This is an optimization exercise on Yosys and OpenROAD, whose aim is small area, not a production implementation.
At most, simulation tests tie the RTL to the original design; equivalence was not proved.
Power is estimated from default activity; no workload was simulated.

## build 1
Design game_core, start of the top module:
module game_core (
    input  wire                   CLK_Scan,
    input  wire                   rst_n,
    input  wire                   start,
    input  wire [3:0]             btn,
    output wire [21:0]            jet_pos,
    output wire [21:0]            enemy_pos,
    output wire [7:0]             jet_life,
    output wire [7:0]             enemy_life,
    output wire                   over,
    output wire                   result
);
export LEC_CHECK = 0
export ABC_AREA = 1
export CAP_MARGIN = 0
export CORE_MARGIN = 2
export CORE_UTILIZATION = 65
export SLEW_MARGIN = 0
create_clock -name core_clock -period 7.5 [get_ports {CLK_Scan}]
standard.sh (not shown) runs the stock make flow with config.mk's settings and CLKGATE_MAP_FILE= SYNTH_SCRIPT=/design/flow/synth_recipe.tcl, a recipe that flattens the netlist after the stock synthesis.
==> flow/flow/run.sh <==
#!/bin/bash
# Own layout flow: the standard flow (standard.sh) with these changes:
# - synthesis: the standard script (synth_recipe.tcl: same passes, flattening, renaming and
#   registers), except that Yosys does not lock adders into full/half-adder cells before
#   ABC (ADDER_MAP_FILE empty) and ABC maps with flow/abc_area.script;
# - port buffers are the smallest buffer, buf_1 (every port is still buffered);
# - clock tree: larger sink clusters and no dummy loads.
# Every other step is standard.sh unchanged. Each make run logs to its own file here;
# ORFS's step logs are under orfs/logs.
set -euo pipefail
W=$(pwd)
rm -rf "$W/scripts_abc"
cp -r "$FLOW_HOME/scripts" "$W/scripts_abc"
cp "$W/flow/abc_area.script" "$W/scripts_abc/abc_area.script"
bash standard.sh SCRIPTS_DIR="$W/scripts_abc" ADDER_MAP_FILE= synth > "$W/make_synth.log" 2>&1
bash standard.sh \
  "BUFFER_PORTS_ARGS=-buffer_cell sky130_fd_sc_hd__buf_1" \
  "CTS_ARGS=-sink_clustering_enable -repair_clock_nets -sink_clustering_size 28 -sink_clustering_max_diameter 80 -dont_use_dummy_load" \
  > "$W/make_layout.log" 2>&1
==> flow/flow/abc_area.script <==
strash
&get -n
&fraig -x
&put
scorr
dc2
strash
&get -n
&dch -f
&nf {D}
&put
&get -n
&dch -f
&nf -R 100 {D}
&put
buffer -c
topo
stime -c
dnsize -c
Build 1 went all the way through synthesis, placement and routing and the layout is clean on timing, DRC and antenna.
For build 21, these inputs were changed with respect to build 1:
-- flow/flow/abc_area.script --
<<< build 1, line 12
&get -n
&dch -f
&nf -R 100 {D}
&put
>>> build 21, line 12
&get -n
&dch -f
&nf {D}
&put
&get -n
&dch -f
&nf {D}
&put
&get -n
&dch -f
&nf -R 100 {D}
&put
--- outcome ---
Going from build 1 to build 21, total clock network power roughly the same, overall routed net length higher, relative area change from synthesis to final layout higher, global routing usage summed across all routing layers higher, die boundary width lower. Between build 1 and build 21, number of placed instances, taps included decreased. The post-layout minimum cycle time of build 21 exceeds that of build 1 by 0.051 ns.
Changes in build 93 relative to build 21:
-- flow/flow/abc_area.script --
<<< build 21, line 16
&get -n
&dch -f
&nf {D}
&put
&get -n
&dch -f
&nf -R 100 {D}
&put
>>> build 93, line 16
&get -n
&dch -f
&nf -R 100 {D}
&put
==> run summary <==
- Side by side, fraction of layout instances using a drive strength above 1 turned out higher in build 93 than in build 21.
- Compared with build 21, in build 93 met2 usage has increased; cell area after synthesis has remained practically unchanged.
- [compare] base=build 21 new=build 93: routed wire length up about 7%, area growth from synthesis to layout has remained practically unchanged, minimum clock period now sits higher, clock network power share fell 0.3 points.
- Going from build 21 to build 93, post-route cell area stayed essentially flat, core utilization was more or less identical, area share of fa/ha/maj cells after synthesis moved up, share of the clock period used by the worst path after layout climbed 0.60 points.

========
game_core, a different RTL version from the one above (not shown whole).
Size in the first run: about 350 flip-flops, about 69 I/O pins, ~20000 um^2 of cells after synthesis.
export LEC_CHECK = 0
export ABC_AREA = 1
export CAP_MARGIN = 0
export CORE_MARGIN = 2
export CORE_UTILIZATION = 65
export SLEW_MARGIN = 0
create_clock -name core_clock -period 7.5 [get_ports {CLK_Scan}]
==> flow/flow/run.sh <==
#!/bin/bash
# Own layout flow: the standard flow (standard.sh) with these changes:
# - synthesis: the standard script (synth_recipe.tcl: same passes, flattening, renaming and
#   registers), except that Yosys does not lock adders into full/half-adder cells before
#   ABC (ADDER_MAP_FILE empty) and ABC maps with flow/abc_area.script;
# - port buffers are the smallest buffer, buf_1;
# - clock tree: larger sink clusters and no dummy loads;

# Each make run logs to its own file here; ORFS's step logs are under orfs/logs.
set -euo pipefail
W=$(pwd)
rm -rf "$W/scripts_abc"
cp -r "$FLOW_HOME/scripts" "$W/scripts_abc"
cp "$W/flow/abc_area.script" "$W/scripts_abc/abc_area.script"
bash standard.sh SCRIPTS_DIR="$W/scripts_abc" ADDER_MAP_FILE= synth > "$W/make_synth.log" 2>&1
bash standard.sh \
  "BUFFER_PORTS_ARGS=-buffer_cell sky130_fd_sc_hd__buf_1" \
  "CTS_ARGS=-sink_clustering_enable -repair_clock_nets -sink_clustering_size 28 -sink_clustering_max_diameter 80 -dont_use_dummy_load" \
  > "$W/make_layout.log" 2>&1
==> flow/flow/abc_area.script <==
strash
&get -n
&fraig -x
&put
scorr
dc2
strash
&get -n
&dch -f
&nf -R 1000 {D}
&put
buffer -c
topo
stime -c
dnsize -c
The baseline ran to the end with no violations.
Edit:
--- a/flow/flow/abc_area.script
+++ b/flow/flow/abc_area.script
@@ -10 +10 @@
-&nf -R 1000 {D}
+&nf {D}
What happened: The new run passed the timing, design-rule and antenna checks. Worst setup slack improves by 0.46 ns. Core utilization fell by 1.1 points. Wire length rose by 3.1%. Register-to-register slack improves by 0.46 ns. Via count rose by 2.7%. Design area fell by 0.84%. Non-clock buffer count fell by 41. Global-route usage fell by 0.10 points. Power hardly moves.
No functional check of the RTL was part of any run of this note.

========
Another version of the RTL of game_core (not shown whole).
Size in the first run: roughly 340 flip-flops, ~69 I/O pins, about 0.019 mm2 of cells after synthesis.
clock: 7.5 ns
lec_check: 0
abc_area: 1
cap_margin: 0
core_margin: 2
core_utilization: 65
slew_margin: 0
==> flow/flow/abc_area.script <==
strash
&get -n
&fraig -x
&put
scorr
dc2
strash
&get -n
&dch -f
&nf -R 1000 {D}
&put
Scripts as last shown in full above: flow/flow/run.sh
The starting point completed, yet does not pass: setup timing.
Next try:
==> flow/flow/abc_area.script (replaced) <==
strash
&get -n
&fraig -x
&put
scorr
dc2
strash
&get -n
&dch -f
&nf {D}
&put
buffer -c
topo
stime -c
upsize -c
dnsize -c
Result: Now the flow went through all stages and came out clean. Count of clock-buffer cells in the layout does not change. Final cell count went down by a few percent. Non-clock buffer count went down by 132. Critical path depth went down by 15. Die area went up by a few percent. Via count went down by a few percent. Cell area went down by a few percent. Total power went down by a few percent.
Next try:
==> flow/flow/abc_area.script (replaced) <==
strash
&get -n
&fraig -x
&put
scorr
dc2
strash
&get -n
&dch -f
&nf -R 1000 {D}
&put
buffer -c
topo
stime -c
dnsize -c
With this change the flow completed and failed the layout checks on setup timing. Fmax is lower by 8.4%. Core utilization rises by 4.0 points. Power rose by 1.6%. Worst setup slack got worse by 0.65 ns. Routed wire length grows by 1.9%. Global-route usage increases by 1.6 points.
Next try:
==> flow/flow/abc_area.script (replaced) <==
strash
&get -n
&fraig -x
&put
scorr
dc2
strash
&get -n
&dch -f
&nf {D}
&put
buffer -c
topo
stime -c
dnsize -c
- GPL_TIMING_DRIVEN: not set -> 0
With this change the flow ran to the end with no violations.
Final cell count climbs by 2.1%.
Flip-flop and latch count does not change.
Power drops by 2.0%.
Register-to-register slack gets better by 0.65 ns.
Global-route usage went up by 0.56 points.
Area after synthesis went up by 1.3%.
Non-clock buffer count rises by 27.
Next try:
- CORE_UTILIZATION: 65 -> 75
- GPL_TIMING_DRIVEN: 0 -> not set
Outcome:
- The changed run ran to the end with no violations
- total power shrinks by 1.4%
- via count shrinks by 1.7%
- routed wire length shrinks by 6.4%
- setup slack is better by 0.080 ns
- global-route usage grows by 2.8 points
- sequential share of layout area grows by 1.3 points
- clock-buffer cell count shrinks by 1

========
Setup of alpha:
game_core, a different RTL version from the one above (not shown whole).
Size in the first run: about 0.020 mm^2 of cells after synthesis.
==> flow/config.mk <==
export PLATFORM = sky130hd
export DESIGN_NAME = game_core
export DESIGN_NICKNAME = game_core
export VERILOG_FILES = /design/flow/design.v
export SDC_FILE = /design/flow/constraint.sdc
export NUM_CORES = 4
export LEC_CHECK = 0
export ABC_AREA = 1
export CAP_MARGIN = 0
export CORE_MARGIN = 2
export CORE_UTILIZATION = 65
export SLEW_MARGIN = 0
==> flow/constraint.sdc <==
create_clock -name core_clock -period 7.5 [get_ports {CLK_Scan}]
set_input_delay 1.5000 -clock core_clock [delete_from_list [all_inputs] [get_ports {CLK_Scan}]]
set_output_delay 1.5000 -clock core_clock [all_outputs]
set_load 0.01 [all_outputs]
==> flow/flow/run.sh <==
#!/bin/bash
# Own layout flow: the standard flow (standard.sh) with these changes:
# - synthesis: the standard script (synth_recipe.tcl: same passes, flattening, renaming and
#   registers), except that Yosys does not lock adders into full/half-adder cells before
#   ABC (ADDER_MAP_FILE empty) and ABC maps with flow/abc_area.script;
# - port buffers are the smallest buffer, buf_1 (every port is still buffered);
# - clock tree: larger sink clusters and no dummy loads.
# Every other step is standard.sh unchanged. Each make run logs to its own file here;
# ORFS's step logs are under orfs/logs.
set -euo pipefail
W=$(pwd)
rm -rf "$W/scripts_abc"
cp -r "$FLOW_HOME/scripts" "$W/scripts_abc"
cp "$W/flow/abc_area.script" "$W/scripts_abc/abc_area.script"
bash standard.sh SCRIPTS_DIR="$W/scripts_abc" ADDER_MAP_FILE= synth > "$W/make_synth.log" 2>&1
bash standard.sh \
  "BUFFER_PORTS_ARGS=-buffer_cell sky130_fd_sc_hd__buf_1" \
  "CTS_ARGS=-sink_clustering_enable -repair_clock_nets -sink_clustering_size 34 -sink_clustering_max_diameter 90 -dont_use_dummy_load" \
  > "$W/make_layout.log" 2>&1
==> flow/flow/abc_area.script <==
strash
&get -n
&fraig -x
&put
scorr
dc2
strash
&get -n
&dch -f
&nf {D}
&put
buffer -c
topo
stime -c
dnsize -c
--- input diff alpha..beta ---
Settings: CORE_UTILIZATION changed from 65 to 70.
--- a/flow/flow/run.sh
+++ b/flow/flow/run.sh
@@ -18 +18 @@
-  "CTS_ARGS=-sink_clustering_enable -repair_clock_nets -sink_clustering_size 34 -sink_clustering_max_diameter 90 -dont_use_dummy_load" \
+  "CTS_ARGS=-sink_clustering_enable -repair_clock_nets -sink_clustering_size 28 -sink_clustering_max_diameter 80 -dont_use_dummy_load" \
--- a/flow/flow/abc_area.script
+++ b/flow/flow/abc_area.script
@@ -11,0 +12,4 @@
+&get -n
+&dch -f
+&nf {D}
+&put
[summary]
Layout filler cell count on beta is down relative to alpha. Lower depth of the worst register-to-register path goes to beta over alpha. Going from alpha to beta, final instance area shows a reduction of about 0.9%; relative slew slack decreased by 1.7 points relative to the old numbers; timing-limited maximum frequency went up; clock transition at the registers of the reported paths flat; total half-perimeter wirelength after legalization and detailed placement went up about 8%. | clock period minus final worst setup slack | beta vs alpha | better |. Re number of global-route vias before repair: beta is about 1.2% up on alpha.
[inputs] gamma vs beta
Settings: swapping 70 for 65 in CORE_UTILIZATION.
--- a/flow/flow/abc_area.script
+++ b/flow/flow/abc_area.script
@@ -9 +9 @@
-&dch -f
+&dch
@@ -13 +13,5 @@
-&dch -f
+&dch
+&nf {D}
+&put
+&get -n
+&dch
==> comparison <==
- Detail-routed net length per standard cell, gamma vs beta: down slightly
- Delta (gamma minus beta): mux contribution to synthesized area -0.17 points, final worst-path cycle share saw a decrease, count of buffers not belonging to the clock network in the layout now larger, peak per-stage delay on the critical path now sits higher, total detailed-routing wirelength decreased 930 um.
- Reported for gamma and beta, remaining antenna violation count turned out identical to the last digit.
- Taking beta as the reference, in gamma detailed-route via count lost 306; worst setup slack after layout picked up an extra 0.075 ns; synthesized cell count lost 1.5%.
#### Input delta (delta over gamma)
--- a/flow/flow/abc_area.script
+++ b/flow/flow/abc_area.script
@@ -9 +9 @@
-&dch
+&dch -f
@@ -13 +13 @@
-&dch
+&dch -f
@@ -17 +17 @@
-&dch
+&dch -f
==> comparison <==
Looking at area after synthesis across delta and gamma, the one that comes out lower is gamma.
~same via count in delta and gamma
Compare delta and gamma | layout overhead on the synthesized area higher: gamma

## port drivers added, routing unchanged
The flow's constraints put no driver on any port. The routed layouts listed below were extracted and timed again, unchanged, in two steps.
Step 1 sets driving cells, clkbuf_16 on the clock port and buf_2 on the other inputs (assumed; they add their load-dependent delay and slew).
Step 2 moves the port delays by t, midway between the first and last clock arrival at a register: inputs arrive t later, outputs are due t later. That takes back most of the time a late clock gives input paths.
Slacks: ideal ports / drivers / drivers and shift; pairs: ideal ports / drivers.
run | t, ns | setup WS [ns] | clock arrival spread, ns | cell pins on the clock port's net
build 1 | 0.563 | 0.568 / 0.568 / 0.568 | 0.035 / 0.036 | 1
build 21 | 0.555 | 0.517 / 0.517 / 0.517 | 0.062 / 0.063 | 1
build 93 | 0.573 | 0.472 / 0.472 / 0.472 | 0.065 / 0.065 | 1
the first run of note 2 | 0.566 | 0.167 / 0.167 / 0.167 | 0.042 / 0.042 | 1
the second run of note 2 | 0.556 | 0.624 / 0.624 / 0.624 | 0.080 / 0.080 | 1
the first run of note 3 | 0.569 | -0.564 / -0.564 / -0.564 | 0.052 / 0.052 | 1
the second run of note 3 | 0.576 | 0.326 / 0.326 / 0.326 | 0.067 / 0.068 | 1
the third run of note 3 | 0.554 | -0.328 / -0.328 / -0.328 | 0.068 / 0.068 | 1
the fourth run of note 3 | 0.567 | 0.326 / 0.326 / 0.326 | 0.088 / 0.088 | 1
the fifth run of note 3 | 0.555 | 0.405 / 0.405 / 0.405 | 0.071 / 0.071 | 1
alpha | 0.554 | 0.233 / 0.233 / 0.233 | 0.072 / 0.072 | 1
beta | 0.544 | 0.468 / 0.468 / 0.468 | 0.054 / 0.054 | 1
gamma | 0.557 | 0.543 / 0.543 / 0.543 | 0.062 / 0.062 | 1
delta | 0.558 | 0.648 / 0.648 / 0.648 | 0.067 / 0.067 | 1
